Source: an optimization exercise on an open RTL-to-GDS flow (aim: small area, a short achievable clock period and few clock cycles per item). Production flows keep margins and buffers that such runs may drop. No run shown here included a check of the RTL's function; only the layout flow was run.

### flow/design.v
package itbt_pkg;
   localparam int VALUE_WIDTH = 32;
   localparam int MAX_TRITS   = 21;
   localparam int QW = 34;
   localparam logic [QW-1:0] POW21 = 34'd10460353203;
   localparam logic signed [VALUE_WIDTH-1:0] HI = 32'sd1743392201;
   localparam logic signed [QW-1:0] B_POS_Z =  34'sd581130734;
   localparam logic signed [QW-1:0] B_NEG_Z = -34'sd581130734;
   localparam logic signed [QW-1:0] B_POS_P =  34'sd4067915135;
   localparam logic signed [QW-1:0] B_NEG_P =  34'sd2905653667;
   localparam logic signed [QW-1:0] B_POS_N = -34'sd2905653667;
   localparam logic signed [QW-1:0] B_NEG_N = -34'sd4067915135;
endpackage
import itbt_pkg::*;
module int_to_balanced_ternary_core (
   input  logic                                    clock,
   input  logic                                    reset,
   input  logic                                    start,
   output logic                                    busy,
   input  logic signed [itbt_pkg::VALUE_WIDTH-1:0] req_value,
   output logic                                    rsp_strobe,
   output logic signed [1:0]                       rsp_trit,
   output logic                                    rsp_last_trit
);
   logic signed [QW-1:0] q_ff;
   logic                 pos_ff;       
   logic                 neg_ff;       
   logic                 nz_ff;        
   logic                 pos_x_ff;     
   logic                 neg_x_ff;     
   logic [4:0]           j_ff;         
   logic                 busy_ff;      
   logic                 strobe_ff;    
   logic                 started_ff;   
   logic [QW-1:0]        q_next;
   logic [QW-1:0]        t_pos;
   logic [QW-1:0]        t_neg;
   logic                 pos_next;
   logic                 neg_next;
   logic                 in_pos;
   logic                 in_neg;
   logic                 load;
   function automatic logic ge_var(input logic [QW-1:0] a, input logic [QW-1:0] b);
      logic [63:0] gt;
      logic [63:0] eq;
      for (int i = 0; i < 64; i++) begin
         gt[i] = 1'b0;
         eq[i] = 1'b1;
      end
      for (int i = 0; i < QW - 1; i++) begin
         gt[i] = a[i] & ~b[i];
         eq[i] = a[i] | ~b[i];
      end
      gt[QW-1] = ~a[QW-1] & b[QW-1];
      eq[QW-1] = ~a[QW-1] | b[QW-1];
      for (int l = 0; l < 6; l++)
         for (int i = 0; i < 32; i++)
            if (i < (32 >> l)) begin
               gt[i] = gt[2*i+1] | (eq[2*i+1] & gt[2*i]);
               eq[i] = eq[2*i+1] & eq[2*i];
            end
      ge_var = gt[0] | eq[0];
   endfunction
   function automatic logic ge_chain(input logic [QW-1:0] a, input logic [QW-1:0] b);
      logic r;
      r = 1'b1;
      for (int i = 0; i < QW - 1; i++)
         r = (a[i] & ~b[i]) | ((a[i] | ~b[i]) & r);
      ge_chain = (~a[QW-1] & b[QW-1]) | ((~a[QW-1] | b[QW-1]) & r);
   endfunction
   always_comb begin
      logic [QW-1:0] x;
      logic [QW-1:0] s;
      logic [QW-1:0] c;
      logic [QW-1:0] b;
      logic [QW-1:0] p;
      logic [QW-1:0] gg;
      logic [QW-1:0] pp;
      logic [QW-1:0] kp;
      logic [QW-1:0] kn;
      kp = -POW21;
      kn = POW21;
      for (int i = 0; i < QW; i++)
         x[i] = (kp[i] & kn[i]) ? nz_ff : (kp[i] ? pos_x_ff : (kn[i] ? neg_x_ff : 1'b0));
      for (int i = 0; i < QW; i++) begin
         s[i] = q_ff[i] ^ (i > 0 ? q_ff[i-1] : 1'b0) ^ x[i];
         c[i] = (i > 0) ? ((q_ff[i] & q_ff[i-1]) | (q_ff[i] & x[i]) | (q_ff[i-1] & x[i])) : (q_ff[i] & x[i]);
      end
      b  = {c[QW-2:0], 1'b0};
      p  = s ^ b;
      gg = s & b;
      pp = p;
      for (int l = 0; (1 << l) < QW; l++)
         for (int i = 0; i < QW; i++)
            if (((i >> l) & 1) == 1) begin
               gg[i] = gg[i] | (pp[i] & gg[((i >> l) << l) - 1]);
               pp[i] = pp[i] & pp[((i >> l) << l) - 1];
            end
      for (int i = 0; i < QW; i++)
         q_next[i] = p[i] ^ (i > 0 ? gg[i-1] : 1'b0);
   end
   always_comb begin
      logic [QW-1:0] pp_;
      logic [QW-1:0] pn_;
      logic [QW-1:0] pz_;
      logic [QW-1:0] np_;
      logic [QW-1:0] nn_;
      logic [QW-1:0] nz_;
      pp_ = B_POS_P;
      pn_ = B_POS_N;
      pz_ = B_POS_Z;
      np_ = B_NEG_P + 1'b1;
      nn_ = B_NEG_N + 1'b1;
      nz_ = B_NEG_Z + 1'b1;
      for (int i = 0; i < QW; i++) begin
         t_pos[i] = (pp_[i] & pos_ff) | (pn_[i] & neg_ff) | (pz_[i] & ~nz_ff);
         t_neg[i] = (np_[i] & pos_ff) | (nn_[i] & neg_ff) | (nz_[i] & ~nz_ff);
      end
   end
   assign pos_next = ge_chain(q_ff, t_pos);
   assign neg_next = ~ge_chain(q_ff, t_neg);
   assign in_pos = ge_var({{(QW-VALUE_WIDTH){req_value[VALUE_WIDTH-1]}}, req_value}, {{(QW-VALUE_WIDTH){HI[VALUE_WIDTH-1]}}, HI});
   assign in_neg = ge_var(-{{(QW-VALUE_WIDTH){HI[VALUE_WIDTH-1]}}, HI}, {{(QW-VALUE_WIDTH){req_value[VALUE_WIDTH-1]}}, req_value});
   assign load = start & ~busy_ff;
   always_ff @(posedge clock) begin
      if (reset) begin
         busy_ff   <= 1'b0;
         strobe_ff <= 1'b0;
      end else if (load) begin
         busy_ff   <= 1'b1;
         strobe_ff <= in_pos | in_neg;
      end else if (busy_ff) begin
         busy_ff   <= (j_ff != 5'd1);
         strobe_ff <= started_ff | nz_ff | pos_next | neg_next | (j_ff == 5'd1);
      end else begin
         busy_ff   <= 1'b0;
         strobe_ff <= 1'b0;
      end
   end
   always_ff @(posedge clock) begin
      if (load) begin
         q_ff       <= {{(QW-VALUE_WIDTH){req_value[VALUE_WIDTH-1]}}, req_value};
         pos_ff     <= in_pos;
         neg_ff     <= in_neg;
         pos_x_ff   <= in_pos & ~in_neg;
         neg_x_ff   <= in_neg & ~in_pos;
         nz_ff      <= in_pos | in_neg;
         j_ff       <= 5'd20;
         started_ff <= 1'b0;
      end else begin
         q_ff       <= q_next;
         pos_ff     <= pos_next;
         neg_ff     <= neg_next;
         pos_x_ff   <= pos_next & ~neg_next;
         neg_x_ff   <= neg_next & ~pos_next;
         nz_ff      <= pos_next | neg_next;
         j_ff       <= j_ff - 5'd1;
         started_ff <= started_ff | nz_ff;
      end
   end
   assign busy          = busy_ff;
   assign rsp_strobe    = strobe_ff;
   assign rsp_trit      = {neg_ff, nz_ff};
   assign rsp_last_trit = (j_ff == 5'd0);
endmodule
### flow/flow/run.sh
#!/bin/bash
# Standard layout, with four changes: adders are left to ABC instead of being mapped to
# full/half adder cells, ABC's area script maps with plain "map" (flow/abc_area.script),
# the port buffers are the smallest buffer, and the clock tree uses small clock buffers
# without dummy loads.
set -euo pipefail
rm -rf scripts
cp -r "$FLOW_HOME/scripts" scripts
cp flow/abc_area.script scripts/abc_area.script
bash standard.sh ADDER_MAP_FILE= SCRIPTS_DIR="$PWD/scripts" \
   "BUFFER_PORTS_ARGS=-buffer_cell sky130_fd_sc_hd__buf_1" \
   "CTS_ARGS=-sink_clustering_enable -repair_clock_nets -dont_use_dummy_load -buf_list {sky130_fd_sc_hd__clkbuf_2 sky130_fd_sc_hd__clkbuf_4 sky130_fd_sc_hd__clkbuf_8} -root_buf sky130_fd_sc_hd__clkbuf_8" \
   SETUP_SLACK_MARGIN=5.25 finish > standard_flow.log 2>&1
### flow/flow/abc_area.script
strash
dch
map
topo
stime -c
buffer -c
upsize -c
dnsize -c
### flow/standard.sh
#!/bin/bash
# synth_recipe.tcl (not shown) runs the flow's synth.tcl, then flattens the netlist and writes it again
# the make line also repeats each setting of config.mk as NAME=value (left out here)
make -C /OpenROAD-flow-scripts/flow DESIGN_CONFIG=/design/flow/config.mk WORK_HOME=/design/flow/orfs CLKGATE_MAP_FILE= SYNTH_SCRIPT=/design/flow/synth_recipe.tcl "${@:-finish}"
### flow/config.mk
export PLATFORM = sky130hd
export DESIGN_NAME = int_to_balanced_ternary_core
export DESIGN_NICKNAME = int_to_balanced_ternary_core
export VERILOG_FILES = /design/flow/design.v
export SDC_FILE = /design/flow/constraint.sdc
export NUM_CORES = 4
export LEC_CHECK = 0
export ABC_AREA = 1
export CAP_MARGIN = 20
export CORE_MARGIN = 2
export CORE_UTILIZATION = 40
export SETUP_SLACK_MARGIN = 5
export SLEW_MARGIN = 20
### flow/constraint.sdc
create_clock -name core_clock -period 8.5 [get_ports {clock}]
set_input_delay 1.7000 -clock core_clock [delete_from_list [all_inputs] [get_ports {clock}]]
set_output_delay 1.7000 -clock core_clock [all_outputs]
set_load 0.01 [all_outputs]
==> flow_summary.ini, run 1 <==
[outcome]
status = timing/DRC/antenna clean

[synthesis]
synth_edf_count = 0
synth_flop_cell = dfxtp_1
synth-warning-count = 1
syn_inst = 816
yosys.area_share.simple_pct = 31.9
yosysSeqAreaShare_pct = 20.1
synth_top_family_by_area = simple AND/OR/NAND/NOR gates
syn_area_per_cell_sq_um = 5.73
synth-adder-area-share_pct = 0
ys_types = 50
synth_compound_area_share_pct = 27.8
yosysMostFrequentCell = nor2_1
syn_area_sq_um = 4680
netlist_top_cells_count = 161 x nor2_1, 159 x nand2_1, 106 x inv_1
synth_xor_area_share_pct = 8.05
synth_mux_area_share_pct = 0
yosysTopAreaCell = dfxtp_1
async_flop_share_pct = 0
syn_nets = 851
synth_area_leaders = dfxtp_1 20%, nor2_1 13%, nand2_1 13%
yosys_register_bits = 47
synth_top_cell_area_share_pct = 20.1

[floorplanning]
core_sq_um = 11400
fp-row-count = 39
fp.dieW_um = 112
die_height_um = 112
ios = 40
initial_core_util_pct = 41.0
die-area_sq_um = 12600

[clocking]
clock-sinks = 47
clock_path_buffers = 2
cts.clk_slew.worst_paths_ns = 0.10
cts_tree = yes
cts_made_buffers = 5
cts-htree-levels = 2
worst_skew_pair.late_latency_ns = 0.33
root_buffer = clkbuf_8

[timing]
tightestPinTransition_ns = 0.491
skew_ns = 0.0174
rsz0062_at_grt = true
fin_tns_setup_ns = 0
setup_ws_ns = 5.38
layout_min_cycle_time_ns = 3.12
finalSetupViolations = 0
slew_headroom_pct = 67.0
min_period_over_period_pct = 36.7
fmax_ghz = 0.320
hold_viol = 0
slew_viol_final = 0

[critical_path]
slowest_stage = o31ai_1
cp-end-kind = register
critPathLaunchType = input pin
cp.depth = 10
cp_data_required_time_ns = 8.72
endpoint = nz_ff
startpoint = req_value[2]
r2r-end = q_ff[31]
crit_chain = buf_1, o31ai_1, nand2_1, a41o_1, nand3_1, a31oi_1, a211oi_2, o41ai_2, a22oi_2, nand3_1
r2r-start = q_ff[1]
crit_path_max_fanout = 3
crit_type = input pin to register
cpMostUsedCell = nand3_1
crit_family = compound AO/OA/AOI/OAI gates
cp_num_buf_inv = 1
rr_worst_depth = 20
critPathMaxStageDelay_ns = 0.29
critPathArrivalTime_ns = 3.34
reg2reg_slack_ns = 5.53

[finish]
drive_gt1_share_pct = 7.60
insertedDiodeCount = 0
fin_util_pct = 45.4
synthToLayoutAreaGrowth_pct = 10.7
nets = 892
fin_area_sq_um = 5180

[drt]
ant_nets = 0
dr.pass1.iters = 5
wl_um = 12800
viasPerCell = 5.10
drc = 0
drtIter0Drc = 256
vias = 5089
avgRoutedWirePerCell_um = 12.8

[global_routing]
grt_usage_pct = 20.9
grt_pass1_wl_um = 21700
antenna_found_initial = 0
grt_start_max_net_pins = 33
grt_pass1_vias = 4586
grt.overflow.total = 0

[placement]
post-place-ws_ns = 4.25
placed_area_sq_um = 4870
place_hpwl_um = 9780
port-buffer-count = 39
routabilityCongestion = 0.838

[job]
maxCapViolCount = 0

[min_path]
min_from = j_ff[0]
min_path_type = register to register
-- kinds of logic (layout without fill, tap and decap cells) --
kind of cell | after synthesis | after routing
buffers and inverters | 136 | 175
AOI/OAI and AO/OA | 220 | 220
DFF | 47 | 47
xor gates and xnor gates | 43 | 43
and+or+nand+nor | 370 | 370
-- placed cells by master (no fill, tap or decap), drive strengths merged --
cell type  instances
nor2             163
o31ai              3
inv              109
a221oi             1
a22oi             14
clkinvlp           3
a211oi             1
nand3             18
xor2              29
o21ba              1
nand2            160
nand2b             1
clkbuf             5
o22ai             25
xnor2             14
o21ai             71
o221ai             3
nand4              4
a21o               1
nor4               4
a31oi              6
o211ai             3
or2               10
o41ai              1
a21oi             75
o311ai             1
a21boi             3
a41o               1
dfxtp             47
o21bai             7
o21a               1
clkinv             1
o31a               1
nor3               8
or3                2
a31o               1
buf               57
-- metal layers --
metal  global-route usage [%]  part of all wire [%]
met5                        0                     0
met4                     4.80                   1.1
met3                     3.46                   3.8
met2                     34.5                    45
met1                     28.9                    50
-- area by class of cell --
| type | instances | area, sq um |
|---|---|---|
| Inverter | 112 | 448 |
| Sequential cell | 47 | 961 |
| Clock buffer | 5 | 68.8 |
| Multi-Input combinational cell | 633 | 3230 |
| Timing Repair inverter | 1 | 5.00 |
| Tap cell | 143 | 179 |
| Fill cell | 1316 | 6240 |
| Timing Repair Buffer | 57 | 289 |
-- through the flow --
step	std cells	hold slack [ns]
floorplan	816	0.426
global placement	976	0.451
detailed placement	976	0.447
CTS	982	0.471
global route	998	0.495
finish	998	0.470
-- sequential cells by signal, indices dropped and copies added, names as in the netlist --
| name | cells |
|---|---|
| q_ff | 34 |
| j_ff | 5 |
| busy_ff | 1 |
| neg_ff | 1 |
| neg_x_ff | 1 |
| nz_ff | 1 |
| pos_ff | 1 |
| pos_x_ff | 1 |
| started_ff | 1 |
| strobe_ff | 1 |
-- worst reg2reg max path, stage by stage (launching register included) --
cell,delay [ns]
dfxtp_1,0.44
inv_1,0.08
nor2_1,0.13
nor2_1,0.07
xor2_1,0.16
xor2_1,0.17
nor2_1,0.13
nor2_2,0.06
a21boi_2,0.19
nand3_1,0.12
nand2_2,0.13
inv_2,0.04
nor2_1,0.17
nor2_4,0.10
o21bai_4,0.24
a31oi_1,0.12
or2_1,0.24
nand2_1,0.08
a21oi_1,0.06
o21ai_0,0.08
nand2_1,0.06
-- worst min path at each step --
stage / to / slack [ns] / cells past startpoint
6_report: j_ff[0] / 0.47 / 1
5_1_grt: j_ff[3] / 0.50 / 2
4_1_cts: j_ff[0] / 0.47 / 1
3_5_place_dp: j_ff[0] / 0.45 / 1
3_3_place_gp: j_ff[0] / 0.45 / 1
2_1_floorplan: j_ff[0] / 0.43 / 1
-- what timing repair did --
| action | in CTS | in global routing |
|---|---|---|
| pin swaps | 0 | 3 |
| cloned | 1 | 0 |
| hold buffers | 0 | 0 |
| gates resized for setup | 13 | 22 |
| buffers inserted | 0 | 16 |
| setup endpoints to repair | 30 | 24 |
==> inputs of run 2 (changes only) <==
--- a/flow/design.v
+++ b/flow/design.v
@@ -26,8 +26,6 @@
    logic                 pos_ff;       
    logic                 neg_ff;       
    logic                 nz_ff;        
-   logic                 pos_x_ff;     
-   logic                 neg_x_ff;     
    logic [4:0]           j_ff;         
    logic                 busy_ff;      
    logic                 strobe_ff;    
@@ -68,37 +66,13 @@
          r = (a[i] & ~b[i]) | ((a[i] | ~b[i]) & r);
       ge_chain = (~a[QW-1] & b[QW-1]) | ((~a[QW-1] | b[QW-1]) & r);
    endfunction
-   always_comb begin
-      logic [QW-1:0] x;
-      logic [QW-1:0] s;
-      logic [QW-1:0] c;
-      logic [QW-1:0] b;
-      logic [QW-1:0] p;
-      logic [QW-1:0] gg;
-      logic [QW-1:0] pp;
-      logic [QW-1:0] kp;
-      logic [QW-1:0] kn;
-      kp = -POW21;
-      kn = POW21;
-      for (int i = 0; i < QW; i++)
-         x[i] = (kp[i] & kn[i]) ? nz_ff : (kp[i] ? pos_x_ff : (kn[i] ? neg_x_ff : 1'b0));
-      for (int i = 0; i < QW; i++) begin
-         s[i] = q_ff[i] ^ (i > 0 ? q_ff[i-1] : 1'b0) ^ x[i];
-         c[i] = (i > 0) ? ((q_ff[i] & q_ff[i-1]) | (q_ff[i] & x[i]) | (q_ff[i-1] & x[i])) : (q_ff[i] & x[i]);
-      end
-      b  = {c[QW-2:0], 1'b0};
-      p  = s ^ b;
-      gg = s & b;
-      pp = p;
-      for (int l = 0; (1 << l) < QW; l++)
-         for (int i = 0; i < QW; i++)
-            if (((i >> l) & 1) == 1) begin
-               gg[i] = gg[i] | (pp[i] & gg[((i >> l) << l) - 1]);
-               pp[i] = pp[i] & pp[((i >> l) << l) - 1];
-            end
-      for (int i = 0; i < QW; i++)
-         q_next[i] = p[i] ^ (i > 0 ? gg[i-1] : 1'b0);
-   end
+   itbt_next_q u_next_q (
+      .q      (q_ff),
+      .pos    (pos_ff),
+      .neg    (neg_ff),
+      .nz     (nz_ff),
+      .q_next (q_next)
+   );
    always_comb begin
       logic [QW-1:0] pp_;
       logic [QW-1:0] pn_;
@@ -142,8 +116,6 @@
          q_ff       <= {{(QW-VALUE_WIDTH){req_value[VALUE_WIDTH-1]}}, req_value};
          pos_ff     <= in_pos;
          neg_ff     <= in_neg;
-         pos_x_ff   <= in_pos & ~in_neg;
-         neg_x_ff   <= in_neg & ~in_pos;
          nz_ff      <= in_pos | in_neg;
          j_ff       <= 5'd20;
          started_ff <= 1'b0;
@@ -151,8 +123,6 @@
          q_ff       <= q_next;
          pos_ff     <= pos_next;
          neg_ff     <= neg_next;
-         pos_x_ff   <= pos_next & ~neg_next;
-         neg_x_ff   <= neg_next & ~pos_next;
          nz_ff      <= pos_next | neg_next;
          j_ff       <= j_ff - 5'd1;
          started_ff <= started_ff | nz_ff;
@@ -163,3 +133,42 @@
    assign rsp_trit      = {neg_ff, nz_ff};
    assign rsp_last_trit = (j_ff == 5'd0);
 endmodule
+module itbt_next_q (
+   input  logic [itbt_pkg::QW-1:0] q,
+   input  logic                    pos,
+   input  logic                    neg,
+   input  logic                    nz,
+   output logic [itbt_pkg::QW-1:0] q_next
+);
+   always_comb begin
+      logic [QW-1:0] x;
+      logic [QW-1:0] s;
+      logic [QW-1:0] c;
+      logic [QW-1:0] b;
+      logic [QW-1:0] p;
+      logic [QW-1:0] gg;
+      logic [QW-1:0] pp;
+      logic [QW-1:0] kp;
+      logic [QW-1:0] kn;
+      kp = -POW21;
+      kn = POW21;
+      for (int i = 0; i < QW; i++)
+         x[i] = (kp[i] & kn[i]) ? nz : (kp[i] ? pos : (kn[i] ? neg : 1'b0));
+      for (int i = 0; i < QW; i++) begin
+         s[i] = q[i] ^ (i > 0 ? q[i-1] : 1'b0) ^ x[i];
+         c[i] = (i > 0) ? ((q[i] & q[i-1]) | (q[i] & x[i]) | (q[i-1] & x[i])) : (q[i] & x[i]);
+      end
+      b  = {c[QW-2:0], 1'b0};
+      p  = s ^ b;
+      gg = s & b;
+      pp = p;
+      for (int l = 0; (1 << l) < QW; l++)
+         for (int i = 0; i < QW; i++)
+            if (((i >> l) & 1) == 1) begin
+               gg[i] = gg[i] | (pp[i] & gg[((i >> l) << l) - 1]);
+               pp[i] = pp[i] & pp[((i >> l) << l) - 1];
+            end
+      for (int i = 0; i < QW; i++)
+         q_next[i] = p[i] ^ (i > 0 ? gg[i-1] : 1'b0);
+   end
+endmodule
--- a/flow/flow/run.sh
+++ b/flow/flow/run.sh
@@ -10,4 +10,4 @@
 bash standard.sh ADDER_MAP_FILE= SCRIPTS_DIR="$PWD/scripts" \
    "BUFFER_PORTS_ARGS=-buffer_cell sky130_fd_sc_hd__buf_1" \
    "CTS_ARGS=-sink_clustering_enable -repair_clock_nets -dont_use_dummy_load -buf_list {sky130_fd_sc_hd__clkbuf_2 sky130_fd_sc_hd__clkbuf_4 sky130_fd_sc_hd__clkbuf_8} -root_buf sky130_fd_sc_hd__clkbuf_8" \
-   SETUP_SLACK_MARGIN=5.25 finish > standard_flow.log 2>&1
+   SETUP_SLACK_MARGIN=5.15 finish > standard_flow.log 2>&1
--- a/flow/config.mk
+++ b/flow/config.mk
@@ -11,3 +11,4 @@
 export CORE_UTILIZATION = 40
 export SETUP_SLACK_MARGIN = 5
 export SLEW_MARGIN = 20
+export SYNTH_HIERARCHICAL = 1
==> run 2 against run 1 <==
  * Sequential share of layout area shrank 3.5 points
  * Worst setup slack worse by 0.14 ns
  * Flip-flop and latch count shrank 2
  * Routed wire length rose by 28%
  * Maximum frequency shrank 4.2%
  * Register-to-register slack got worse by 0.09 ns
  * Hold slack got worse by 0.0049 ns
  * Synthesized cell count grew 18%
  * Highest routed layer unchanged
  * Final area increased by 16%
==> flow_summary.ini, run 2 <==
[outcome]
status = timing/DRC/antenna clean

[synthesis]
synth_top_cell_area_share_pct = 19.2
yosysSeqAreaShare_pct = 15.8
synth_flop_cell = dfxtp_1
syn_nets = 1000
yosys_register_bits = 45
yosysMostFrequentCell = nand2_1
syn_inst = 965
synth-warning-count = 8
ys_types = 61
yosysTopAreaCell = nand2_1
syn_area_sq_um = 5700
synth_edf_count = 0
synth_area_leaders = nand2_1 19%, dfxtp_1 16%, a21oi_1 5.1%
syn_area_per_cell_sq_um = 5.91
netlist_top_cells_count = 292 x nand2_1, 72 x nor2_1, 68 x inv_1
async_flop_share_pct = 0

[floorplanning]
initial_core_util_pct = 41.1
die_height_um = 123
die-area_sq_um = 15200
core_sq_um = 13900
fp.dieW_um = 123
ios = 40
fp-row-count = 43

[clocking]
clock-sinks = 45
cts_tree = yes
root_buffer = clkbuf_8
worst_skew_pair.late_latency_ns = 0.34
cts-htree-levels = 2
clock_path_buffers = 2
cts.clk_slew.worst_paths_ns = 0.10
cts_made_buffers = 5
hold_buffers = 0

[drt]
vias = 6474
dr.pass1.iters = 6
avgRoutedWirePerCell_um = 14.2
drtIter0Drc = 466
wl_um = 16400
drc = 0
viasPerCell = 5.58
ant_nets = 0

[min_path]
holdPathEnd = j_ff[0]
min_path_type = register to register
holdPathStages = 1
min_from = j_ff[0]

[global_routing]
grt_start_max_net_pins = 62
grt_usage_pct = 22.0
grt_pass1_vias = 5578
grt.overflow.total = 0
grt_pass1_wl_um = 27100
antenna_found_initial = 0

[timing]
slew_viol_final = 0
fmax_ghz = 0.307
fin_tns_setup_ns = 0
tightestPinTransition_ns = 0.588
rsz0062_at_grt = true
hold_viol = 0
min_period_over_period_pct = 38.3
skew_ns = 0.0199
slew_headroom_pct = 60.7
layout_min_cycle_time_ns = 3.26
finalSetupViolations = 0

[critical_path]
rr_worst_depth = 21
crit_type = input pin to register
critPathLaunchType = input pin
crit_path_max_fanout = 3
crit_chain = buf_1, o31ai_1, nand2_1, a41oi_1, o2111ai_1, nand3_1, a2111oi_2, o31ai_2, nor2b_1, a21oi_1
critPathArrivalTime_ns = 3.54
cp-end-kind = register
slowest_stage = a2111oi_2
reg2reg_slack_ns = 5.44
r2r-end = strobe_ff
r2r-start = pos_ff
critPathMaxStageDelay_ns = 0.47
cp_num_buf_inv = 1
crit_family = compound AO/OA/AOI/OAI gates
cp_data_required_time_ns = 8.78
cp.depth = 10

[finish]
nFillCells = 1538
fin_util_pct = 43.4
largest_register_ffs = 34
synthToLayoutAreaGrowth_pct = 5.66
insertedDiodeCount = 0
final_common_cell = nand2_1
regMostFlops = q_ff
biggestRegsByFlops = q_ff: 34 flops, j_ff: 5 flops
drive_gt1_share_pct = 7.55
nets = 1017
layout_common_cells = 290 x nand2_1, 72 x nor2_1, 67 x inv_1

[placement]
port-buffer-count = 39
place_hpwl_um = 12100
routabilityCongestion = 0.938

[job]
maxCapViolCount = 0
-- run 2: routing by layer --
metal	track usage (%)	share of wire, %	up-vias
li1	-	-	3390
met2	35.1	45	166
met1	30.8	47	2892
met4	6.68	2.4	0
met3	2.81	5.2	26
met5	0	0	-
-- run 2: stage by stage --
step                      setup slack [ns]  instances  hold slack, ns  instance area, sq um
final                                 5.24       1160           0.465                  6030
after global routing                  5.12       1160           0.509                  6030
after CTS                             5.18       1157           0.470                  5970
after detailed placement              4.60       1149           0.445                  5840
after global placement                4.74       1149           0.440                  5840
after floorplan                       5.51        965           0.426                  5700
-- run 2: worst max path at each step --
stage            startpoint   endpoint
2_1_floorplan  req_value[2]  strobe_ff
3_3_place_gp   req_value[3]  strobe_ff
3_5_place_dp   req_value[3]  strobe_ff
4_1_cts               nz_ff      nz_ff
5_1_grt              neg_ff      nz_ff
6_report       req_value[3]  strobe_ff
-- run 2: repair_timing --
| action | CTS | global route |
|---|---|---|
| endpoints found under the setup margin | 20 | 19 |
| pin swaps | 1 | 1 |
| setup buffers | 3 | 3 |
| resized for setup | 6 | 10 |
-- run 2: layout make-up --
cell class,instances,area (sq um),area share [%]
multi-input combinational,806,4270,70.9
sequential,45,907,15.1
inverter,74,280,4.65
timing repair buffer,50,270,4.49
tap,180,225,3.74
clock buffer,5,68.8,1.14
-- run 2: logic make-up after synthesis --
family	share of synthesized area (%)
and+or+nand+nor	41.9
AOI/OAI and AO/OA	29.6
buffers and inverters	9.70
DFF	15.8
xor gates and xnor gates	2.92
-- run 2: worst reg2reg max path, delay by kind of cell, from the launching register on --
kind,cells,cell delay [ns]
compound gates,16,1.87
simple gates,4,0.53
flops,1,0.41
buf+inv,1,0.20
-- run 2: modules after synthesis, one instance, submodules excluded --
| module | cells | times used |
|---|---|---|
| int_to_balanced_ternary_core | 355 | 1 |
| itbt_next_q | 610 | 1 |
==> inputs of run 3 (changes only) <==
--- a/flow/design.v
+++ b/flow/design.v
@@ -22,7 +22,8 @@
    output logic signed [1:0]                       rsp_trit,
    output logic                                    rsp_last_trit
 );
-   logic signed [QW-1:0] q_ff;
+   logic [QW-2:0]        q_ff;         
+   logic [QW-1:0]        q;            
    logic                 pos_ff;       
    logic                 neg_ff;       
    logic                 nz_ff;        
@@ -66,13 +67,38 @@
          r = (a[i] & ~b[i]) | ((a[i] | ~b[i]) & r);
       ge_chain = (~a[QW-1] & b[QW-1]) | ((~a[QW-1] | b[QW-1]) & r);
    endfunction
-   itbt_next_q u_next_q (
-      .q      (q_ff),
-      .pos    (pos_ff),
-      .neg    (neg_ff),
-      .nz     (nz_ff),
-      .q_next (q_next)
-   );
+   assign q = {neg_ff | (~pos_ff & q_ff[QW-2]), q_ff};
+   always_comb begin
+      logic [QW-1:0] x;
+      logic [QW-1:0] s;
+      logic [QW-1:0] c;
+      logic [QW-1:0] b;
+      logic [QW-1:0] p;
+      logic [QW-1:0] gg;
+      logic [QW-1:0] pp;
+      logic [QW-1:0] kp;
+      logic [QW-1:0] kn;
+      kp = -POW21;
+      kn = POW21;
+      for (int i = 0; i < QW; i++)
+         x[i] = (kp[i] & kn[i]) ? nz_ff : (kp[i] ? pos_ff : (kn[i] ? neg_ff : 1'b0));
+      for (int i = 0; i < QW; i++) begin
+         s[i] = q[i] ^ (i > 0 ? q[i-1] : 1'b0) ^ x[i];
+         c[i] = (i > 0) ? ((q[i] & q[i-1]) | (q[i] & x[i]) | (q[i-1] & x[i])) : (q[i] & x[i]);
+      end
+      b  = {c[QW-2:0], 1'b0};
+      p  = s ^ b;
+      gg = s & b;
+      pp = p;
+      for (int l = 0; (1 << l) < QW; l++)
+         for (int i = 0; i < QW; i++)
+            if (((i >> l) & 1) == 1) begin
+               gg[i] = gg[i] | (pp[i] & gg[((i >> l) << l) - 1]);
+               pp[i] = pp[i] & pp[((i >> l) << l) - 1];
+            end
+      for (int i = 0; i < QW; i++)
+         q_next[i] = p[i] ^ (i > 0 ? gg[i-1] : 1'b0);
+   end
    always_comb begin
       logic [QW-1:0] pp_;
       logic [QW-1:0] pn_;
@@ -91,8 +117,8 @@
          t_neg[i] = (np_[i] & pos_ff) | (nn_[i] & neg_ff) | (nz_[i] & ~nz_ff);
       end
    end
-   assign pos_next = ge_chain(q_ff, t_pos);
-   assign neg_next = ~ge_chain(q_ff, t_neg);
+   assign pos_next = ge_chain(q, t_pos);
+   assign neg_next = ~ge_chain(q, t_neg);
    assign in_pos = ge_var({{(QW-VALUE_WIDTH){req_value[VALUE_WIDTH-1]}}, req_value}, {{(QW-VALUE_WIDTH){HI[VALUE_WIDTH-1]}}, HI});
    assign in_neg = ge_var(-{{(QW-VALUE_WIDTH){HI[VALUE_WIDTH-1]}}, HI}, {{(QW-VALUE_WIDTH){req_value[VALUE_WIDTH-1]}}, req_value});
    assign load = start & ~busy_ff;
@@ -113,14 +139,14 @@
    end
    always_ff @(posedge clock) begin
       if (load) begin
-         q_ff       <= {{(QW-VALUE_WIDTH){req_value[VALUE_WIDTH-1]}}, req_value};
+         q_ff       <= {req_value[VALUE_WIDTH-1], req_value};
          pos_ff     <= in_pos;
          neg_ff     <= in_neg;
          nz_ff      <= in_pos | in_neg;
          j_ff       <= 5'd20;
          started_ff <= 1'b0;
       end else begin
-         q_ff       <= q_next;
+         q_ff       <= q_next[QW-2:0];
          pos_ff     <= pos_next;
          neg_ff     <= neg_next;
          nz_ff      <= pos_next | neg_next;
@@ -133,42 +159,3 @@
    assign rsp_trit      = {neg_ff, nz_ff};
    assign rsp_last_trit = (j_ff == 5'd0);
 endmodule
-module itbt_next_q (
-   input  logic [itbt_pkg::QW-1:0] q,
-   input  logic                    pos,
-   input  logic                    neg,
-   input  logic                    nz,
-   output logic [itbt_pkg::QW-1:0] q_next
-);
-   always_comb begin
-      logic [QW-1:0] x;
-      logic [QW-1:0] s;
-      logic [QW-1:0] c;
-      logic [QW-1:0] b;
-      logic [QW-1:0] p;
-      logic [QW-1:0] gg;
-      logic [QW-1:0] pp;
-      logic [QW-1:0] kp;
-      logic [QW-1:0] kn;
-      kp = -POW21;
-      kn = POW21;
-      for (int i = 0; i < QW; i++)
-         x[i] = (kp[i] & kn[i]) ? nz : (kp[i] ? pos : (kn[i] ? neg : 1'b0));
-      for (int i = 0; i < QW; i++) begin
-         s[i] = q[i] ^ (i > 0 ? q[i-1] : 1'b0) ^ x[i];
-         c[i] = (i > 0) ? ((q[i] & q[i-1]) | (q[i] & x[i]) | (q[i-1] & x[i])) : (q[i] & x[i]);
-      end
-      b  = {c[QW-2:0], 1'b0};
-      p  = s ^ b;
-      gg = s & b;
-      pp = p;
-      for (int l = 0; (1 << l) < QW; l++)
-         for (int i = 0; i < QW; i++)
-            if (((i >> l) & 1) == 1) begin
-               gg[i] = gg[i] | (pp[i] & gg[((i >> l) << l) - 1]);
-               pp[i] = pp[i] & pp[((i >> l) << l) - 1];
-            end
-      for (int i = 0; i < QW; i++)
-         q_next[i] = p[i] ^ (i > 0 ? gg[i-1] : 1'b0);
-   end
-endmodule
--- a/flow/config.mk
+++ b/flow/config.mk
@@ -11,4 +11,3 @@
 export CORE_UTILIZATION = 40
 export SETUP_SLACK_MARGIN = 5
 export SLEW_MARGIN = 20
-export SYNTH_HIERARCHICAL = 1
==> run 3 against run 2 <==
  * Still clean on timing, DRC and antenna
  * Synthesized area decreased by 20%
  * Routed wire length decreased by 24%
  * Register-to-register slack got worse by 0.06 ns
==> flow_summary.ini, run 3 <==
[job]
maxCapViolCount = 0

[synthesis]
synth-warning-count = 1
synth_flop_cell = dfxtp_1
ys_types = 58
yosysTopAreaCell = dfxtp_1
syn_nets = 808
async_flop_share_pct = 0
synth_edf_count = 0
syn_area_sq_um = 4570
yosysMostFrequentCell = nor2_1
netlist_top_cells_count = 169 x nor2_1, 136 x nand2_1, 95 x inv_1
syn_area_per_cell_sq_um = 5.91
syn_inst = 773
yosysSeqAreaShare_pct = 19.3
synth_top_cell_area_share_pct = 19.3
yosys_register_bits = 44
synth_area_leaders = dfxtp_1 19%, nor2_1 14%, nand2_1 11%

[critical_path]
crit_chain = buf_1, nor3_1, a21boi_0, o31ai_2, a21oi_2, o311ai_4, nand4_1, and2_1, a21oi_1
crit_path_max_fanout = 3
reg2reg_slack_ns = 5.38
crit_type = input pin to register
rr_worst_depth = 19
r2r-start = pos_ff
critPathMaxStageDelay_ns = 0.35
slowest_stage = o311ai_4
critPathArrivalTime_ns = 3.53
cp-end-kind = register
cp_data_required_time_ns = 8.75
r2r-end = q_ff[32]
critPathLaunchType = input pin

[global_routing]
grt_usage_pct = 20.5
met2_usage_pct = 35.4
grt_start_max_net_pins = 35
grt_pass1_wl_um = 21100
groute.layer.met3.usage_pct = 3.72
busiest_layer = met2
grt_pass1_vias = 4686
antenna_found_initial = 0
grtUsageMet1_pct = 26.6
grt.overflow.total = 0

[clocking]
clock-sinks = 44
cts.clk_slew.worst_paths_ns = 0.08
hold_buffers = 0
clock_path_buffers = 2
cts-htree-levels = 2
root_buffer = clkbuf_8
worst_skew_pair.late_latency_ns = 0.32
cts_tree = yes
cts_made_buffers = 5

[min_path]
min_path_type = register to register
holdPathEnd = started_ff
min_from = started_ff
holdPathStages = 2

[timing]
slew_viol_final = 0
hold_viol = 0
whs_ns = 0.463
slew_headroom_pct = 64.9
skew_ns = 0.00383
rsz0062_at_grt = true
layout_min_cycle_time_ns = 3.28
tightestPinTransition_ns = 0.524
min_period_over_period_pct = 38.6
fmax_ghz = 0.305
fin_tns_setup_ns = 0
finalSetupViolations = 0

[floorplanning]
die_height_um = 111
die-area_sq_um = 12300
fp.dieW_um = 111
initial_core_util_pct = 40.5
core_sq_um = 11300
fp-row-count = 39
ios = 40

[finish]
regMostFlops = q_ff
final_common_cell = nor2_1
nFillCells = 1204
nets = 847
insertedDiodeCount = 0
layout_common_cells = 167 x nor2_1, 135 x nand2_1, 93 x inv_1
fin_area_sq_um = 5140
biggestRegsByFlops = q_ff: 33 flops, j_ff: 5 flops
drive_gt1_share_pct = 10.9
largest_register_ffs = 33
synthToLayoutAreaGrowth_pct = 12.5

[placement]
placed_area_sq_um = 4790
routabilityCongestion = 0.828
place_hpwl_um = 9460
port-buffer-count = 39

[drt]
viasPerCell = 5.26
wl_um = 12500
vias = 5014
drtIter0Drc = 256
dr.pass1.iters = 4
ant_nets = 0
avgRoutedWirePerCell_um = 13.1
drc = 0

[outcome]
status = timing/DRC/antenna clean
==> run 3: metal layers <==
| metal | wire length [um] | up-vias | part of all wire (%) |
|---|---|---|---|
| met4 | 186 | 0 | 1.5 |
| met5 | 0 | - | 0 |
| met1 | 5850 | 2296 | 47 |
| met3 | 519 | 15 | 4.2 |
| met2 | 5940 | 96 | 48 |
| li1 | - | 2607 | - |
==> run 3: what timing repair did <==
item,CTS,global route
gates cloned,2,0
buffers inserted,0,11
endpoints found under the hold margin,0,0
pin swaps,6,5
endpoints found under the setup margin,27,36
gates resized for setup,26,18
==> run 3: worst max-delay path by stage <==
| stage | slack (ns) | startpoint | endpoint | depth (start not counted) |
|---|---|---|---|---|
| 2_1_floorplan | 5.48 | req_value[24] | strobe_ff | 5 |
| 3_3_place_gp | 4.34 | req_value[8] | strobe_ff | 9 |
| 3_5_place_dp | 4.28 | req_value[8] | strobe_ff | 9 |
| 4_1_cts | 5.15 | req_value[8] | strobe_ff | 9 |
| 5_1_grt | 5.10 | q_ff[14] | q_ff[29] | 23 |
| 6_report | 5.22 | req_value[8] | strobe_ff | 9 |
==> run 3: cell families after synthesis <==
| family | count (synthesis) | share of synthesized area (%) |
|---|---|---|
| DFF | 44 | 19.3 |
| AOI/OAI and AO/OA | 197 | 26.4 |
| and+or+nand+nor | 363 | 33.6 |
| xor gates and xnor gates | 46 | 9.56 |
| buffers and inverters | 123 | 11.1 |
==> run 3: worst max-delay path: cells and delay by family <==
kind,cells,cell delay (ns)
buf+inv,1,0.10
simple gates,3,0.58
compound gates,5,1.13
==> run 3: area by class of cell <==
type                    count  area, sq um  area share, %
inverters                 100          398           7.75
repair inverters            2         10.0          0.195
well taps                 143          179           3.48
flip-flops and latches     44          893           17.4
multi-input cells         606         3310           64.4
clock buffers               5         68.8           1.34
repair buffers             53          278           5.41
==> run 3: metrics by stage <==
step                utilization [%]  instances  setup slack (ns)
detailed placement             42.5        935              4.28
CTS                            44.2        942              5.15
floorplan                         -        773              5.48
global placement               42.5        935              4.34
finish                         45.6        953              5.22
global route                   45.6        953              5.10
==> inputs of run 4 (changes only) <==
--- a/flow/flow/run.sh
+++ b/flow/flow/run.sh
@@ -10,4 +10,4 @@
 bash standard.sh ADDER_MAP_FILE= SCRIPTS_DIR="$PWD/scripts" \
    "BUFFER_PORTS_ARGS=-buffer_cell sky130_fd_sc_hd__buf_1" \
    "CTS_ARGS=-sink_clustering_enable -repair_clock_nets -dont_use_dummy_load -buf_list {sky130_fd_sc_hd__clkbuf_2 sky130_fd_sc_hd__clkbuf_4 sky130_fd_sc_hd__clkbuf_8} -root_buf sky130_fd_sc_hd__clkbuf_8" \
-   SETUP_SLACK_MARGIN=5.15 finish > standard_flow.log 2>&1
+   finish > standard_flow.log 2>&1
==> run 4 against run 3 <==
  * Via count shrank 0.88%
  * Worst setup slack worse by 0.081 ns
  * Clock-buffer cell count is the same
  * Maximum frequency shrank 2.4%
  * Final area shrank 3.1%
  * First-iteration DRC count increased by 0.78%
  * Synthesized cell count unchanged
  * Synthesized area unchanged
  * Sequential share of layout area increased by 0.48 points
==> flow_summary.ini, run 4 <==
[drt]
vias = 4970
top_layer = met4
wl_met3_um = 540
met1Wirelength_um = 5850
dr.pass1.iters = 5
drc = 0
wl_um = 12300
wl_met2_um = 5680
viasPerCell = 5.25
ant_nets = 0
drtIter0Drc = 258
avgRoutedWirePerCell_um = 13.0

[synthesis]
yosysSeqAreaShare_pct = 19.3
ys_types = 58
syn_area_sq_um = 4570
syn_inst = 773
synth_flop_cell = dfxtp_1
netlist_top_cells_count = 169 x nor2_1, 136 x nand2_1, 95 x inv_1
syn_nets = 808
synth_area_leaders = dfxtp_1 19%, nor2_1 14%, nand2_1 11%
yosys_register_bits = 44
synth-warning-count = 1
yosysTopAreaCell = dfxtp_1
synth_edf_count = 0
synth_top_cell_area_share_pct = 19.3
yosysMostFrequentCell = nor2_1
syn_area_per_cell_sq_um = 5.91
async_flop_share_pct = 0

[global_routing]
grt_pass1_wl_um = 20900
grt_pass1_vias = 4602
grt_start_max_net_pins = 35
antenna_found_initial = 0
grt.overflow.total = 0
grt_usage_pct = 20.3

[floorplanning]
core_sq_um = 11300
ios = 40
fp.dieW_um = 111
die-area_sq_um = 12300
die_height_um = 111
initial_core_util_pct = 40.5
fp-row-count = 39

[placement]
place_hpwl_um = 9460
placed_area_sq_um = 4790
port-buffer-count = 39
routabilityCongestion = 0.828
post-place-ws_ns = 4.28

[timing]
skew_ns = 0.00344
setup_ws_ns = 5.14
layout_min_cycle_time_ns = 3.36
slew_viol_final = 0
finalSetupViolations = 0
rsz0062_at_grt = false
tightestPinTransition_ns = 0.806
fmax_ghz = 0.298
slew_headroom_pct = 46.2
fin_tns_setup_ns = 0
min_period_over_period_pct = 39.5
hold_viol = 0

[finish]
largest_register_ffs = 33
insertedDiodeCount = 0
drive_gt1_share_pct = 8.33
fin_area_sq_um = 4980
final_common_cell = nor2_1
synthToLayoutAreaGrowth_pct = 9.01
regMostFlops = q_ff
biggestRegsByFlops = q_ff: 33 flops, j_ff: 5 flops
nets = 841
layout_common_cells = 168 x nor2_1, 136 x nand2_1, 93 x inv_1

[job]
maxCapViolCount = 0

[critical_path]
crit_type = input pin to register
crit_path_max_fanout = 3
cp-end-kind = register
critPathArrivalTime_ns = 3.61
cp_data_required_time_ns = 8.75
critPathLaunchType = input pin

[clocking]
cts.clk_slew.worst_paths_ns = 0.08
clock-sinks = 44
cts_tree = yes
worst_skew_pair.late_latency_ns = 0.32
clock_path_buffers = 2
cts-htree-levels = 2
cts_made_buffers = 5
root_buffer = clkbuf_8

[outcome]
status = timing/DRC/antenna clean

[min_path]
min_path_type = register to register
run 4: final timing paths:
kind	from	endpoint	slack, ns	cells after the start
max	req_value[3]	strobe_ff	5.14	11
min	started_ff	started_ff	0.46	2
max reg2reg	neg_ff	strobe_ff	5.27	17
min reg2reg	started_ff	started_ff	0.46	2
run 4: cells by family (layout without fill, tap and decap cells):
logic type / Yosys count / count (layout) / share of synthesized area (%)
XOR/XNOR: 46 / 46 / 9.56
AND/OR/NAND/NOR: 363 / 363 / 33.6
AO/OA/AOI/OAI: 197 / 197 / 26.4
buffers and inverters: 123 / 154 / 11.1
flip-flops: 44 / 44 / 19.3
run 4: timing repair:
action | 4_1_cts | 5_1_grt
gates resized for setup | 10 | 11
hold endpoints to repair | 0 | 0
pin swaps | 0 | 1
buffers inserted | 0 | 5
setup endpoints to repair | 13 | 27
cloned | 1 | 1
hold buffers | 0 | 0
run 4: cell type report:
cell class	count	area (sq um)
Clock buffer	5	68.8
Fill cell	1226	6290
Inverter	100	395
Multi-Input combinational cell	606	3210
Sequential cell	44	890
Tap cell	143	179
Timing Repair Buffer	47	223
Timing Repair inverter	2	10.0
run 4: worst max-delay path, stage by stage:
cell and delay [ns]:
buf_1 0.17, o31ai_1 0.14, nand2_1 0.10, a41o_1 0.20
nand3_1 0.12, a31oi_1 0.21, a211oi_2 0.09, o41ai_2 0.36
nand4_1 0.20, and2_1 0.19, a21oi_1 0.13
run 4: per-stage QoR:
stage               cells  utilization, %  hold slack [ns]
floorplan             773               -            0.426
global placement      935            42.5            0.437
detailed placement    935            42.5            0.453
CTS                   941            43.4            0.466
global route          947            44.2            0.499
finish                947            44.2            0.463
run 4: routing by layer:
metal	track usage [%]	vias up
met2	34.9	107
met1	26.5	2247
li1	-	2601
met5	0	-
met3	3.77	15
met4	4.25	0
==> inputs of run 5 (changes only) <==
--- a/flow/flow/run.sh
+++ b/flow/flow/run.sh
@@ -10,4 +10,4 @@
 bash standard.sh ADDER_MAP_FILE= SCRIPTS_DIR="$PWD/scripts" \
    "BUFFER_PORTS_ARGS=-buffer_cell sky130_fd_sc_hd__buf_1" \
    "CTS_ARGS=-sink_clustering_enable -repair_clock_nets -dont_use_dummy_load -buf_list {sky130_fd_sc_hd__clkbuf_2 sky130_fd_sc_hd__clkbuf_4 sky130_fd_sc_hd__clkbuf_8} -root_buf sky130_fd_sc_hd__clkbuf_8" \
-   finish > standard_flow.log 2>&1
+   SETUP_SLACK_MARGIN=5.25 finish > standard_flow.log 2>&1
==> run 5 against run 4 <==
  * Non-clock buffer count rose by 5
  * Worst setup slack improved by 0.19 ns
  * Cell count increased by 0.53%
  * Maximum frequency is 6.1% higher
  * Global-route usage up 0.42 points
  * Die area is the same
  * Critical path depth unchanged
  * Final area rose by 5.1%
  * Hold slack worse by 0.0015 ns
  * Clock skew increased by 0.0013 ns
==> flow_summary.ini, run 5 <==
[synthesis]
synth_edf_count = 0
ys_types = 58
async_flop_share_pct = 0
yosysTopAreaCell = dfxtp_1
synth-warning-count = 1
yosys_register_bits = 44
syn_nets = 808
yosysSeqAreaShare_pct = 19.3
syn_area_sq_um = 4570
yosysMostFrequentCell = nor2_1
synth_flop_cell = dfxtp_1
syn_inst = 773
synth_area_leaders = dfxtp_1 19%, nor2_1 14%, nand2_1 11%
syn_area_per_cell_sq_um = 5.91
synth_top_cell_area_share_pct = 19.3
netlist_top_cells_count = 169 x nor2_1, 136 x nand2_1, 95 x inv_1

[timing]
fmax_ghz = 0.316
slew_viol_final = 0
rsz0062_at_grt = false
skew_ns = 0.00472
layout_min_cycle_time_ns = 3.17
setup_ws_ns = 5.33
min_period_over_period_pct = 37.3
fin_tns_setup_ns = 0
slew_headroom_pct = 64.6
hold_viol = 0
tightestPinTransition_ns = 0.528
finalSetupViolations = 0

[job]
maxCapViolCount = 0

[critical_path]
crit_chain = buf_1, o31ai_2, nand2_1, a41o_1, nand3_2, a31oi_4, a211oi_4, o41ai_4, nand4_1, and2_1, a21oi_1
critPathLaunchType = input pin
endpoint = strobe_ff
crit_family = compound AO/OA/AOI/OAI gates
startpoint = req_value[2]
r2r-end = q_ff[32]
cp-end-kind = register
r2r-start = pos_ff
cp_num_buf_inv = 1
reg2reg_slack_ns = 5.47
critPathMaxStageDelay_ns = 0.31
cp_data_required_time_ns = 8.71
rr_worst_depth = 21
critPathArrivalTime_ns = 3.38
slowest_stage = a211oi_4
cp.depth = 11
crit_path_max_fanout = 3
crit_type = input pin to register

[finish]
synthToLayoutAreaGrowth_pct = 14.6
multi_input_area_sq_um = 3370
biggestRegsByFlops = q_ff: 33 flops, j_ff: 5 flops
insertedDiodeCount = 0
nets = 846
regMostFlops = q_ff
seq_area_sq_um = 898
drive_gt1_share_pct = 12.6
nFillCells = 1194
fin_util_pct = 46.4
final_common_cell = nor2_1
fin_area_sq_um = 5230
largest_register_ffs = 33
layout_common_cells = 162 x nor2_1, 135 x nand2_1, 93 x inv_1

[outcome]
status = timing/DRC/antenna clean

[clocking]
cts_made_buffers = 5
cts_tree = yes
worst_skew_pair.late_latency_ns = 0.32
cts.clk_slew.worst_paths_ns = 0.08
clock-sinks = 44
clock_path_buffers = 2
root_buffer = clkbuf_8
cts-htree-levels = 2

[floorplanning]
core_sq_um = 11300
die_height_um = 111
fp-row-count = 39
die-area_sq_um = 12300
initial_core_util_pct = 40.5
fp.dieW_um = 111
ios = 40

[global_routing]
grt_pass1_vias = 4694
grt_pass1_wl_um = 21300
grt.overflow.total = 0
antenna_found_initial = 0
grt_start_max_net_pins = 35
grt_usage_pct = 20.7

[placement]
routabilityCongestion = 0.828
placed_area_sq_um = 4790
port-buffer-count = 39
post-place-ws_ns = 4.28
place_hpwl_um = 9460

[drt]
drc = 0
avgRoutedWirePerCell_um = 13.5
dr.pass1.iters = 5
drtIter0Drc = 265
viasPerCell = 5.24
ant_nets = 0
wl_um = 12800
vias = 4988

[min_path]
min_path_type = register to register
[run 5: cell counts after synthesis]
Identical to the previous run, type by type.
[run 5: cells by family (layout without fill, tap and decap cells)]
family | count (synthesis) | after routing | synth area share (%)
AOI/OAI and AO/OA | 197 | 197 | 26.4
xor gates and xnor gates | 46 | 46 | 9.56
buffers and inverters | 123 | 159 | 11.1
DFF | 44 | 44 | 19.3
and+or+nand+nor | 363 | 363 | 33.6
[run 5: worst min-delay path by stage]
stage / start / endpoint / slack (ns) / cells after the start
global placement: j_ff[0] / j_ff[0] / 0.44 / 1
global route: j_ff[1] / j_ff[1] / 0.50 / 2
floorplan: j_ff[0] / j_ff[0] / 0.43 / 1
CTS: started_ff / started_ff / 0.47 / 2
detailed placement: started_ff / started_ff / 0.45 / 2
finish: started_ff / started_ff / 0.46 / 2
[run 5: cell type report]
type	instances	share of cell area, %
inverters	100	7.87
repair buffers	52	5.69
flip-flops and latches	44	17.2
clock buffers	5	1.31
repair inverters	2	0.191
multi-input cells	606	64.4
well taps	143	3.42
[run 5: worst min-delay path, cell delays in order (launching register included)]
cell and delay, ns:
dfxtp_1 0.31, inv_1 0.06, a21oi_1 0.06
[run 5: metrics by stage]
stage               std cells  hold WS [ns]
finish                    952         0.462
global route              952         0.499
CTS                       944         0.466
detailed placement        935         0.453
global placement          935         0.437
floorplan                 773         0.426
[run 5: metal layers]
layer,global-route usage [%],up-vias,part of all wire (%)
met5,0,-,0
li1,-,2605,-
met1,26.9,2290,47
met2,35.9,80,48
met4,4.58,0,1.2
met3,3.66,13,3.8
[run 5: timing repair]
item	CTS	global route
cloned	2	1
hold buffers	0	0
setup endpoints to repair	35	13
gates resized for setup	29	39
hold endpoints to repair	0	0
setup buffers	2	7
pin swaps	10	16
==> inputs of run 6 (changes only) <==
--- a/flow/design.v
+++ b/flow/design.v
@@ -22,8 +22,7 @@
    output logic signed [1:0]                       rsp_trit,
    output logic                                    rsp_last_trit
 );
-   logic [QW-2:0]        q_ff;         
-   logic [QW-1:0]        q;            
+   logic signed [QW-1:0] q_ff;
    logic                 pos_ff;       
    logic                 neg_ff;       
    logic                 nz_ff;        
@@ -39,27 +38,6 @@
    logic                 in_pos;
    logic                 in_neg;
    logic                 load;
-   function automatic logic ge_var(input logic [QW-1:0] a, input logic [QW-1:0] b);
-      logic [63:0] gt;
-      logic [63:0] eq;
-      for (int i = 0; i < 64; i++) begin
-         gt[i] = 1'b0;
-         eq[i] = 1'b1;
-      end
-      for (int i = 0; i < QW - 1; i++) begin
-         gt[i] = a[i] & ~b[i];
-         eq[i] = a[i] | ~b[i];
-      end
-      gt[QW-1] = ~a[QW-1] & b[QW-1];
-      eq[QW-1] = ~a[QW-1] | b[QW-1];
-      for (int l = 0; l < 6; l++)
-         for (int i = 0; i < 32; i++)
-            if (i < (32 >> l)) begin
-               gt[i] = gt[2*i+1] | (eq[2*i+1] & gt[2*i]);
-               eq[i] = eq[2*i+1] & eq[2*i];
-            end
-      ge_var = gt[0] | eq[0];
-   endfunction
    function automatic logic ge_chain(input logic [QW-1:0] a, input logic [QW-1:0] b);
       logic r;
       r = 1'b1;
@@ -67,7 +45,6 @@
          r = (a[i] & ~b[i]) | ((a[i] | ~b[i]) & r);
       ge_chain = (~a[QW-1] & b[QW-1]) | ((~a[QW-1] | b[QW-1]) & r);
    endfunction
-   assign q = {neg_ff | (~pos_ff & q_ff[QW-2]), q_ff};
    always_comb begin
       logic [QW-1:0] x;
       logic [QW-1:0] s;
@@ -83,8 +60,8 @@
       for (int i = 0; i < QW; i++)
          x[i] = (kp[i] & kn[i]) ? nz_ff : (kp[i] ? pos_ff : (kn[i] ? neg_ff : 1'b0));
       for (int i = 0; i < QW; i++) begin
-         s[i] = q[i] ^ (i > 0 ? q[i-1] : 1'b0) ^ x[i];
-         c[i] = (i > 0) ? ((q[i] & q[i-1]) | (q[i] & x[i]) | (q[i-1] & x[i])) : (q[i] & x[i]);
+         s[i] = q_ff[i] ^ (i > 0 ? q_ff[i-1] : 1'b0) ^ x[i];
+         c[i] = (i > 0) ? ((q_ff[i] & q_ff[i-1]) | (q_ff[i] & x[i]) | (q_ff[i-1] & x[i])) : (q_ff[i] & x[i]);
       end
       b  = {c[QW-2:0], 1'b0};
       p  = s ^ b;
@@ -117,10 +94,10 @@
          t_neg[i] = (np_[i] & pos_ff) | (nn_[i] & neg_ff) | (nz_[i] & ~nz_ff);
       end
    end
-   assign pos_next = ge_chain(q, t_pos);
-   assign neg_next = ~ge_chain(q, t_neg);
-   assign in_pos = ge_var({{(QW-VALUE_WIDTH){req_value[VALUE_WIDTH-1]}}, req_value}, {{(QW-VALUE_WIDTH){HI[VALUE_WIDTH-1]}}, HI});
-   assign in_neg = ge_var(-{{(QW-VALUE_WIDTH){HI[VALUE_WIDTH-1]}}, HI}, {{(QW-VALUE_WIDTH){req_value[VALUE_WIDTH-1]}}, req_value});
+   assign pos_next = ge_chain(q_ff, t_pos);
+   assign neg_next = ~ge_chain(q_ff, t_neg);
+   assign in_pos = ge_chain({{(QW-VALUE_WIDTH){req_value[VALUE_WIDTH-1]}}, req_value}, {{(QW-VALUE_WIDTH){HI[VALUE_WIDTH-1]}}, HI});
+   assign in_neg = ge_chain(-{{(QW-VALUE_WIDTH){HI[VALUE_WIDTH-1]}}, HI}, {{(QW-VALUE_WIDTH){req_value[VALUE_WIDTH-1]}}, req_value});
    assign load = start & ~busy_ff;
    always_ff @(posedge clock) begin
       if (reset) begin
@@ -139,14 +116,14 @@
    end
    always_ff @(posedge clock) begin
       if (load) begin
-         q_ff       <= {req_value[VALUE_WIDTH-1], req_value};
+         q_ff       <= {{(QW-VALUE_WIDTH){req_value[VALUE_WIDTH-1]}}, req_value};
          pos_ff     <= in_pos;
          neg_ff     <= in_neg;
          nz_ff      <= in_pos | in_neg;
          j_ff       <= 5'd20;
          started_ff <= 1'b0;
       end else begin
-         q_ff       <= q_next[QW-2:0];
+         q_ff       <= q_next;
          pos_ff     <= pos_next;
          neg_ff     <= neg_next;
          nz_ff      <= pos_next | neg_next;
--- a/flow/flow/run.sh
+++ b/flow/flow/run.sh
@@ -10,4 +10,4 @@
 bash standard.sh ADDER_MAP_FILE= SCRIPTS_DIR="$PWD/scripts" \
    "BUFFER_PORTS_ARGS=-buffer_cell sky130_fd_sc_hd__buf_1" \
    "CTS_ARGS=-sink_clustering_enable -repair_clock_nets -dont_use_dummy_load -buf_list {sky130_fd_sc_hd__clkbuf_2 sky130_fd_sc_hd__clkbuf_4 sky130_fd_sc_hd__clkbuf_8} -root_buf sky130_fd_sc_hd__clkbuf_8" \
-   SETUP_SLACK_MARGIN=5.25 finish > standard_flow.log 2>&1
+   finish > standard_flow.log 2>&1
==> run 6 against run 5 <==
  * Still clean
  * Core utilization fell by 2.2 points
  * Synthesized area rose by 2.4%
  * Register-to-register slack worse by 0.22 ns
  * Clock-buffer cell count did not move
  * Via count hardly changed
  * Die area grew 2.3%
  * Routed wire length is 3.7% lower
  * Maximum frequency down 4.5%
  * Sequential share of layout area is 0.70 points higher
==> flow_summary.ini, run 6 <==
[drt]
avgRoutedWirePerCell_um = 12.8
drtIter0Drc = 360
vias = 4984
viasPerCell = 5.15
dr.pass1.iters = 5
ant_nets = 0
wl_um = 12400
drc = 0

[synthesis]
synth_area_leaders = dfxtp_1 19%, nor2_1 13%, nand2_1 11%
synth_flop_cell = dfxtp_1
synth_edf_count = 0
syn_nets = 835
yosysTopAreaCell = dfxtp_1
syn_inst = 800
syn_area_per_cell_sq_um = 5.85
ys_types = 52
yosysSeqAreaShare_pct = 19.3
async_flop_share_pct = 0
synth-warning-count = 1
yosys_register_bits = 45
netlist_top_cells_count = 167 x nor2_1, 139 x nand2_1, 106 x inv_1
yosysMostFrequentCell = nor2_1
syn_area_sq_um = 4680
synth_top_cell_area_share_pct = 19.3

[clocking]
clock-sinks = 45
worst_skew_pair.late_latency_ns = 0.33
cts-htree-levels = 2
root_buffer = clkbuf_8
cts.clk_slew.worst_paths_ns = 0.10
cts_tree = yes
clock_path_buffers = 2
cts_made_buffers = 5

[finish]
biggestRegsByFlops = q_ff: 34 flops, j_ff: 5 flops
nFillCells = 1253
nets = 862
layout_common_cells = 165 x nor2_1, 139 x nand2_1, 105 x inv_1
seq_area_sq_um = 902
regMostFlops = q_ff
multi_input_area_sq_um = 3250
largest_register_ffs = 34
synthToLayoutAreaGrowth_pct = 7.95
insertedDiodeCount = 0
fin_util_pct = 44.2
drive_gt1_share_pct = 6.67
final_common_cell = nor2_1

[critical_path]
critPathArrivalTime_ns = 3.58
crit_path_max_fanout = 3
critPathLaunchType = input pin
cp_data_required_time_ns = 8.77
cp-end-kind = register
critPathMaxStageDelay_ns = 0.43
slowest_stage = a2111oi_4
crit_type = input pin to register
crit_chain = clkbuf_2, o31ai_1, nand2_1, nand4_1, a21oi_2, nor4_1, a21oi_1, o21ai_1, nand2_1, nand4_1, a2111oi_4, a21oi_2, a21oi_1

[timing]
fmax_ghz = 0.301
hold_viol = 0
setup_ws_ns = 5.18
finalSetupViolations = 0
whs_ns = 0.475
slew_headroom_pct = 57.7
skew_ns = 0.0298
layout_min_cycle_time_ns = 3.32
fin_tns_setup_ns = 0
tightestPinTransition_ns = 0.634
min_period_over_period_pct = 39.0
rsz0062_at_grt = false
slew_viol_final = 0

[global_routing]
antenna_found_initial = 0
grt.overflow.total = 0
grt_pass1_wl_um = 20900
grt_pass1_vias = 4631
grt_usage_pct = 20.0
grt_start_max_net_pins = 67

[job]
maxCapViolCount = 0

[floorplanning]
die-area_sq_um = 12600
initial_core_util_pct = 41.0
fp-row-count = 39
ios = 40
core_sq_um = 11400
fp.dieW_um = 112
die_height_um = 112

[placement]
place_hpwl_um = 9210
routabilityCongestion = 0.871
post-place-ws_ns = 4.59
port-buffer-count = 39

[min_path]
min_path_type = register to register

[outcome]
status = timing/DRC/antenna clean
==> run 6: final timing paths <==
kind,to,from,slack (ns),depth (start not counted)
worst max-delay path,strobe_ff,req_value[3],5.18,13
worst min-delay path,j_ff[0],j_ff[0],0.48,1
worst max register to register,q_ff[31],pos_ff,5.25,20
worst min register to register,j_ff[0],j_ff[0],0.48,1
==> run 6: layout make-up <==
class                           count  area share, %
Multi-Input combinational cell    618           64.4
Clock buffer                        5           1.36
Timing Repair inverter              1          0.149
Tap cell                          143           3.54
Timing Repair Buffer               45           4.19
Sequential cell                    45           17.9
Inverter                          111           8.48
==> run 6: repair_timing <==
item,CTS,global route
resized for setup,3,19
setup buffers,0,3
setup endpoints to repair,13,23
hold buffers,0,0
cloned,1,0
pin swaps,0,4
==> run 6: metal layers <==
metal / vias up / part of all wire (%) / wire length (um) / track usage [%]
li1: 2660 / - / - / -
met1: 2233 / 50 / 6150 / 25.9
met2: 80 / 45 / 5580 / 34.1
met3: 11 / 3.6 / 443 / 3.24
met4: 0 / 1.5 / 182 / 6.02
met5: - / 0 / 0 / 0
==> run 6: critical path, delay by kind of cell <==
family                 cells  cell delay, ns
buffers and inverters      1            0.11
AND/OR/NAND/NOR            5            0.51
AO/OA/AOI/OAI              7            1.25
==> run 6: logic make-up (layout without fill, tap and decap cells) <==
logic type      count (synthesis)  in the layout  synth area share [%]
compound gates                206            206                  26.9
flops                          45             45                  19.3
xor+xnor                       52             52                  10.2
simple gates                  360            360                  31.5
buf+inv                       137            162                  12.1
==> run 6: metrics by stage <==
step | area, sq um | instances
after floorplan | 4680 | 800
after global placement | 4880 | 959
after detailed placement | 4880 | 959
after CTS | 4960 | 965
after global routing | 5050 | 968
final | 5050 | 968

==> port drivers added, routing unchanged <==
The flow's constraints put no driver on any port. The routed layouts listed below were extracted and timed again, unchanged, in two steps.
Step 1 sets driving cells, clkbuf_16 on the clock port and buf_2 on the other inputs (assumed; they add their load-dependent delay and slew).
Step 2 also shifts input and output timing later by t, the mid clock arrival at the registers, as if the neighbouring blocks saw the same clock.
Three values: ideal ports, drivers, drivers and shift; two values: the first two.
run	shift t [ns]	slack for setup (ns)	latest minus earliest clock arrival (ns)	slew at the worst register clock pin (ns)
run 1	0.353	5.379 / 5.371 / 5.038	0.017 / 0.018	0.10 / 0.10
run 2	0.360	5.242 / 5.254 / 4.893	0.020 / 0.021	0.10 / 0.10
run 3	0.349	5.220 / 5.234 / 4.885	0.004 / 0.004	0.08 / 0.08
run 4	0.349	5.140 / 5.152 / 4.803	0.004 / 0.003	0.08 / 0.08
run 5	0.352	5.333 / 5.342 / 4.996	0.005 / 0.005	0.08 / 0.08
run 6	0.351	5.183 / 5.195 / 4.844	0.030 / 0.030	0.10 / 0.10
After both steps setup and hold are still met in every run listed. For run 2, which loses most, drivers alone change the setup slack by +0.012 ns; drivers and shift together by -0.349 ns.
